Background: an optimization exercise with open tools, aiming at small area, a short achievable clock period and few clock cycles per item. Do not read the settings as production practice.
In this exercise RTL edits were held to simulation tests only and were not proved equivalent to the original.
Power figures rest on the tool's default switching activity, not on a simulated workload.

Design echo_median_distance_filter_unit, start of the top module:
module echo_median_distance_filter_unit #(
  parameter int WINDOW = 5
) (
  input  logic                 clk,
  input  logic                 rst,
  input  logic                 in_valid,
  output logic                 in_stall,
  input  logic [DUR_W-1:0]     echo_duration_us,
  output logic                 out_valid,
  input  logic                 out_stall,
  output logic [DIST_W-1:0]    distance_q8,
  output logic                 found,
  output logic [COUNT_W-1:0]   kept_count,
  input  logic                 cfg_valid,
  output logic                 cfg_ready,
  input  logic [CFG_IDX_W-1:0] cfg_index,
  input  logic [31:0]          cfg_data
);
Size in the first run: ~1200 cells after synthesis, roughly 81 I/O pins.
==> flow/config.mk <==
export PLATFORM = sky130hd
export DESIGN_NAME = echo_median_distance_filter_unit
export DESIGN_NICKNAME = echo_median_distance_filter_unit
export VERILOG_FILES = /design/flow/design.v
export SDC_FILE = /design/flow/constraint.sdc
export NUM_CORES = 4
export LEC_CHECK = 0
export CAP_MARGIN = 20
export CORE_MARGIN = 2
export CORE_UTILIZATION = 40
export PLACE_DENSITY = 0.75
export SETUP_SLACK_MARGIN = 4.2
export SLEW_MARGIN = 20
==> flow/constraint.sdc <==
create_clock -name core_clock -period 7.0 [get_ports {clk}]
set_input_delay 1.4000 -clock core_clock [delete_from_list [all_inputs] [get_ports {clk}]]
set_output_delay 1.4000 -clock core_clock [all_outputs]
set_load 0.01 [all_outputs]
standard.sh (not shown) runs the stock make flow with config.mk's settings and CLKGATE_MAP_FILE= SYNTH_SCRIPT=/design/flow/synth_recipe.tcl, a recipe that flattens the netlist after the stock synthesis.
==> flow/flow/run.sh <==
#!/bin/bash
# Standard layout (the standard.sh: standard synthesis, ORFS floorplan to finish), with
# one change: the port buffers are sky130_fd_sc_hd__buf_2 instead of the cell buffer_ports
# picks by default (clkdlybuf4s50_1, a delay cell). Every port still gets its buffer.
set -euo pipefail
bash standard.sh BUFFER_PORTS_ARGS="-buffer_cell sky130_fd_sc_hd__buf_2" finish > standard_flow.log 2>&1
Testbench counts at the start, summed over its fixed seeds: cycles 8,208, items 1,600.
Edit:
--- a/flow/config.mk
+++ b/flow/config.mk
@@ -11 +10,0 @@
-export PLACE_DENSITY = 0.75
After rerunning:
- maximum frequency went up by about 3%
- core utilization stays flat
- hold slack barely changes
Edit:
==> flow/flow/run.sh (replaced) <==
#!/bin/bash
# Standard layout (the standard.sh: standard synthesis, ORFS floorplan to finish), with
# two changes: the port buffers are sky130_fd_sc_hd__buf_2 instead of the cell buffer_ports
# picks by default (clkdlybuf4s50_1, a delay cell), and timing repair may resize a cell to
# any cell of the same function (MATCH_CELL_FOOTPRINT=0). Every port still gets its buffer.
set -euo pipefail
bash standard.sh BUFFER_PORTS_ARGS="-buffer_cell sky130_fd_sc_hd__buf_2" MATCH_CELL_FOOTPRINT=0 finish > standard_flow.log 2>&1
Result: Final cell count stays the same. Register-to-register slack improved by 0.03 ns. Final area is about the same. Via count barely changes. Sequential share of layout area barely changes. Critical path depth stays the same.
Edit:
==> flow/flow/run.sh (replaced) <==
#!/bin/bash
# Standard layout (the standard.sh: standard synthesis, ORFS floorplan to finish), with
# one change: the port buffers are sky130_fd_sc_hd__buf_2 instead of the cell buffer_ports
# picks by default (clkdlybuf4s50_1, a delay cell). Every port still gets its buffer.
set -euo pipefail
bash standard.sh BUFFER_PORTS_ARGS="-buffer_cell sky130_fd_sc_hd__buf_2" finish > standard_flow.log 2>&1
--- a/flow/config.mk
+++ b/flow/config.mk
@@ -10 +10 @@
-export CORE_UTILIZATION = 40
+export CORE_UTILIZATION = 60
Result: Total power fell by 0.69%. Routed wire length goes down by 3.0%. Via count came out higher by 0.99%. Clock-buffer cell count came out lower by 1. Sequential share of layout area goes up by 0.72 points. Combinational power is about the same. Setup slack got worse by 0.035 ns. Clock skew hardly moves. Hold slack is about the same.

========
Starting RTL as in the previous note.
clock: 7.0 ns
lec_check: 0
cap_margin: 20
core_margin: 2
core_utilization: 40
setup_slack_margin: 4.5
slew_margin: 20
run.sh (not shown) runs the stock make flow with config.mk's settings and CLKGATE_MAP_FILE= SYNTH_SCRIPT=/design/flow/synth_recipe.tcl, a recipe that flattens the netlist after the stock synthesis.
Stock flow here: none of the scripts above is used.
Testbench counts at the start, summed over its fixed seeds: cycles 8,208, items 1,600.
Then changed:
==> flow/flow/run.sh (new file) <==
#!/bin/bash
# Standard layout (the standard.sh: standard synthesis, ORFS floorplan to finish), with
# one change: the port buffers are sky130_fd_sc_hd__buf_2 instead of the cell buffer_ports
# picks by default (clkdlybuf4s50_1, a delay cell). Every port still gets its buffer.
set -euo pipefail
bash standard.sh BUFFER_PORTS_ARGS="-buffer_cell sky130_fd_sc_hd__buf_2" finish > standard_flow.log 2>&1
==> flow/standard.sh (new file) <==
#!/bin/bash
# synth_recipe.tcl (not shown) runs the flow's synth.tcl, then flattens the netlist and writes it again
# the make line also repeats each setting of config.mk as NAME=value (left out here)
make -C /OpenROAD-flow-scripts/flow DESIGN_CONFIG=/design/flow/config.mk WORK_HOME=/design/flow/orfs CLKGATE_MAP_FILE= SYNTH_SCRIPT=/design/flow/synth_recipe.tcl "${@:-finish}"
Settings changed: SETUP_SLACK_MARGIN 4.5 to 4.4.
removed: flow/run.sh
After rerunning: Non-clock buffer count came out lower by 35; wire length fell by 3.4%; hold slack stays flat; synthesized area stays the same; register-to-register slack hardly moves; worst setup slack loses 0.0050 ns; clock-buffer cell count falls by 1; final area went down by 5.7%; flip-flop and latch count stays the same; via count drops by 1.2%.
Then changed:
==> flow/run.sh (new file) <==
#!/bin/bash
# synth_recipe.tcl (not shown) runs the flow's synth.tcl, then flattens the netlist and writes it again
# the make line also repeats each setting of config.mk as NAME=value (left out here)
make -C /OpenROAD-flow-scripts/flow DESIGN_CONFIG=/design/flow/config.mk WORK_HOME=/design/flow/orfs CLKGATE_MAP_FILE= SYNTH_SCRIPT=/design/flow/synth_recipe.tcl finish
Settings changed: SETUP_SLACK_MARGIN 4.4 to 4.2.
removed: flow/flow/run.sh
removed: flow/standard.sh
=> Utilization drops by 0.69 points. Worst hold slack improved by 0.0036 ns. Total power is lower by 1.4%. Maximum frequency falls by 1.1%. Die area does not change. Via count decreases by 3.2%.
Then changed:
==> flow/flow/run.sh (new file) <==
#!/bin/bash
# Standard layout (the standard.sh: standard synthesis, ORFS floorplan to finish), with
# one change: the port buffers are sky130_fd_sc_hd__buf_2 instead of the cell buffer_ports
# picks by default (clkdlybuf4s50_1, a delay cell). Every port still gets its buffer.
set -euo pipefail
bash standard.sh BUFFER_PORTS_ARGS="-buffer_cell sky130_fd_sc_hd__buf_2" finish > standard_flow.log 2>&1
==> flow/standard.sh (new file) <==
#!/bin/bash
# synth_recipe.tcl (not shown) runs the flow's synth.tcl, then flattens the netlist and writes it again
# the make line also repeats each setting of config.mk as NAME=value (left out here)
make -C /OpenROAD-flow-scripts/flow DESIGN_CONFIG=/design/flow/config.mk WORK_HOME=/design/flow/orfs CLKGATE_MAP_FILE= SYNTH_SCRIPT=/design/flow/synth_recipe.tcl "${@:-finish}"
Settings changed: CTS_CLUSTER_DIAMETER from default to 80, CTS_CLUSTER_SIZE from default to 40.
removed: flow/run.sh
After rerunning: Worst setup slack got worse by 0.0067 ns; via count hardly moves; area after synthesis stays the same; design area went down by 2.7%; sequential share of layout area went up by 1.1 points; fmax hardly moves; combinational power barely changes; total power goes up by 1.1%; flip-flop and latch count stays the same.

separate check: timing with driven ports:
The flow's constraints put no driver on any port. The routed layouts listed below were extracted and timed again, unchanged, in two steps. Step 1, drivers: a clkbuf_16 drives clk and a buf_2 each remaining input, both assumed. Step 2 adds t to the input delays and takes it off the output delays; t is the mean of the earliest and latest rising clock arrival at the registers after step 1. Input paths then give back, and output paths get back, about the clock's delay inside the block. Slacks: ideal ports / drivers / drivers and shift; pairs: ideal ports / drivers.
| run | t, ns | setup slack, ns | hold slack, ns |
|---|---|---|---|
| the first run of note 1 | 0.474 | 4.166 / 4.166 / 3.903 | 0.443 / 0.443 / 0.443 |
| the second run of note 1 | 0.485 | 4.253 / 4.253 / 3.939 | 0.444 / 0.444 / 0.444 |
| the third run of note 1 | 0.478 | 4.282 / 4.282 / 3.926 | 0.449 / 0.449 / 0.449 |
| the fourth run of note 1 | 0.475 | 4.246 / 4.246 / 3.961 | 0.449 / 0.449 / 0.449 |
| the first run of note 2 | 0.487 | 4.295 / 4.295 / 4.133 | 0.445 / 0.445 / 0.445 |
| the second run of note 2 | 0.482 | 4.290 / 4.290 / 4.042 | 0.447 / 0.447 / 0.447 |
| the third run of note 2 | 0.483 | 4.260 / 4.222 / 3.815 | 0.450 / 0.450 / 0.450 |
| the fourth run of note 2 | 0.485 | 4.253 / 4.253 / 3.939 | 0.444 / 0.444 / 0.444 |
After both steps every run listed still meets setup and hold. The setup slack of the third run of note 2, which loses most, moves by -0.038 ns with the drivers and by -0.445 ns with both steps.
